Context: an optimization exercise on an open-source flow, tuned for small area and a short achievable clock period. The choices shown serve that exercise and are no tape-out recipe. Function was checked by simulation only, so behaviour that the tests miss may differ from the original. Power figures rest on the tool's default switching activity, not on a simulated workload.

==> job 558: inputs <==
Design array_multiplier, start of the top module:
module array_multiplier (
	input  logic                     clk,
	input  logic                     reset,
	input  logic                     in_valid,
	input  mult_sizes_pkg::operand_t x,
	input  mult_sizes_pkg::operand_t y,
	output logic                     product_valid,
	output mult_sizes_pkg::product_t product
);
==> flow/config.mk <==
export PLATFORM = sky130hd
export DESIGN_NAME = array_multiplier
export DESIGN_NICKNAME = array_multiplier
export VERILOG_FILES = /design/flow/design.v
export SDC_FILE = /design/flow/constraint.sdc
export NUM_CORES = 4
export LEC_CHECK = 0
export CAP_MARGIN = 20
export CORE_MARGIN = 2
export CORE_UTILIZATION = 40
export SETUP_SLACK_MARGIN = 2.9
export SLEW_MARGIN = 20
export SYNTH_HIERARCHICAL = 1
==> flow/constraint.sdc <==
create_clock -name core_clock -period 6.0 [get_ports {clk}]
set_input_delay 1.2000 -clock core_clock [delete_from_list [all_inputs] [get_ports {clk}]]
set_output_delay 1.2000 -clock core_clock [all_outputs]
set_load 0.01 [all_outputs]
standard.sh (not shown) runs the stock make flow with config.mk's settings and CLKGATE_MAP_FILE= SYNTH_SCRIPT=/design/flow/synth_recipe.tcl, a recipe that flattens the netlist after the stock synthesis.
==> flow/flow/run.sh <==
#!/bin/bash
# Layout flow: the standard ORFS flow (standard.sh, unchanged synthesis),
# with smaller port buffers and a clock tree built from clkbuf_8 without
# dummy loads. Each tool's output goes to a log file in this folder.
set -euo pipefail
export BUFFER_PORTS_ARGS="-buffer_cell sky130_fd_sc_hd__buf_1"
export CTS_ARGS="-sink_clustering_enable -repair_clock_nets -buf_list sky130_fd_sc_hd__clkbuf_8 -dont_use_dummy_load"
bash standard.sh finish > flow_make.log 2>&1
==> job 9574: changes against job 558 <==
SETUP_SLACK_MARGIN = 2.8   (was 2.9)
==> notes <==
In job 558 the combinational power is higher than in job 9574, by about 3%. In job 9574 the utilization is lower than in job 558, by 1.1 points. Between job 9574 and job 558, the lower worst setup slack is in job 9574 (gap 0.040 ns). In sequential cell count, job 558 and job 9574 do not differ. Sequential power is about the same in job 9574 and job 558.


==> inputs of run E <==
Another version of the RTL of array_multiplier (not shown whole).
Settings: LEC_CHECK=0, CAP_MARGIN=20, CORE_MARGIN=2, CORE_UTILIZATION=70, PLACE_DENSITY=0.85, SETUP_SLACK_MARGIN=3.7, SLEW_MARGIN=20, SYNTH_HIERARCHICAL=1; clock period 6.0 ns.
==> flow/flow/run.sh <==
#!/bin/bash
# Layout flow: the standard ORFS flow (standard.sh, unchanged synthesis),
# with smaller port buffers and a clock tree built from clkbuf_8 without
# dummy loads. Each tool's output goes to a log file in this folder.
set -euo pipefail
export BUFFER_PORTS_ARGS="-buffer_cell sky130_fd_sc_hd__buf_1"
export CTS_ARGS="-sink_clustering_enable -repair_clock_nets -sink_clustering_size 12 -sink_clustering_max_diameter 60 -buf_list sky130_fd_sc_hd__clkbuf_8 -dont_use_dummy_load"
bash standard.sh finish > flow_make.log 2>&1
==> inputs of run P, as changes to run E <==
CORE_UTILIZATION = 40   (was 70)
PLACE_DENSITY = not set   (was 0.85)
==> inputs of run X, as changes to run E <==
CORE_UTILIZATION = 40   (was 70)
PLACE_DENSITY = not set   (was 0.85)
SETUP_SLACK_MARGIN = 3.8   (was 3.7)
==> flow_summary.toml <==
[run_status]
outcome = "complete, no violations"

[finish]
fillers = 837
layout_common_cells = "nand2_1, fa_1, dfxtp_1"

[detailed_routing]
drtPass1Iterations = 5
vias = 6675
avgRoutedWirePerCell_microns = 20.3
routed_wl_mm = 23.0
wl_met2_mm = 11.1
drt-vias-per-instance = 5.90

[timing]
finClkSkew_ns = 0.0359
fin_hold_ws_ns = 0.312

[clock_tree]
cts_resized = 56

[setup_path]
crit_end = "r949"
worstPathRequired_ns = 6.36

[floorplanning]
n_tap_cell = 188

[pwr]
comb-power_uw = 2260

[placement]
dp_cells = 1091

[hold_path]
min_from = "r1040"
[end of results for run E]
==> flow_summary.toml <==
[floorplanning]
n_tap_cell = 341
die_area_sq_um = 28300

[finish]
layout_common_cells = "nand2_1, fa_1, dfxtp_1"
multi_input_cells = 611
nNetsFinal = 1214

[setup_path]
cp_cell_sequence = "nand2_1 -> fa_1 -> fa_1 -> fa_1"
worstPathRequired_ns = 6.42

[hold_path]
min_from = "r1047"

[global_route]
use_met3 = 0.0515

[detailed_routing]
avgRoutedWirePerCell_microns = 17.3
routed_wl_mm = 22.4
drt-vias-per-instance = 4.92
vias = 6356
drtPass1Iterations = 6

[run_status]
outcome = "complete, no violations"

[yosys]
yosys_warnings = 7

[placement]
gp_congestion = 0.861

[clock_tree]
cts_resized = 61

[pwr]
comb-power_uw = 2160
[end of results for run P]
==> flow_summary.toml <==
[finish]
fin_cells = 1332
fillers = 2397

[yosys]
synth_xor_xnor_area_share = 0.0365

[placement]
dp_cells = 1244

[detailed_routing]
routed_wl_mm = 23.5
drt-vias-per-instance = 4.92
wl_met2_mm = 10.7
avgRoutedWirePerCell_microns = 17.7
drtPass1Iterations = 5

[pwr]
comb-power_uw = 2290

[run_status]
outcome = "complete, no violations"

[timing]
fin_hold_ws_ns = 0.312
finClkSkew_ns = 0.0590

[hold_path]
min_from = "r1037"

[floorplanning]
n_tap_cell = 341

[setup_path]
worst-path-max-fanout = 8
worstPathRequired_ns = 6.50
crit_end = "r947"

[clock_tree]
cts_resized = 104
[end of results for run X]

-- port drivers added, routing unchanged --
In the flow no input, the clock included, has a driving cell. The finished layouts below were timed again as built, in two steps. Step 1: set_driving_cell puts a clkbuf_16 on clk and a buf_2 on each other input, an assumption about the parent block. Step 2, shift: input delay + t, output delay - t, t = (earliest + latest rising clock arrival at the registers) / 2. This alone moves slack from input paths to output paths. Three values: ideal ports, drivers, drivers and shift; two values: the first two.
run | t (ns) | setup slack, ns | worst setup path at the end | worst data-port slew with drivers (ns) | pins driven straight from the clock port
job 558 | 0.471 | 2.875 / 2.891 / 2.420 | input to register | 0.06 | 1
job 9574 | 0.471 | 2.835 / 2.850 / 2.380 | input to register | 0.04 | 1
run E | 0.560 | 3.722 / 3.711 / 3.722 | register to register | 0.04 | 1
run P | 0.587 | 3.740 / 3.716 / 3.740 | register to register | 0.04 | 1
run X | 0.569 | 3.754 / 3.746 / 3.754 | register to register | 0.04 | 1
After both steps setup and hold are still met in every run listed.
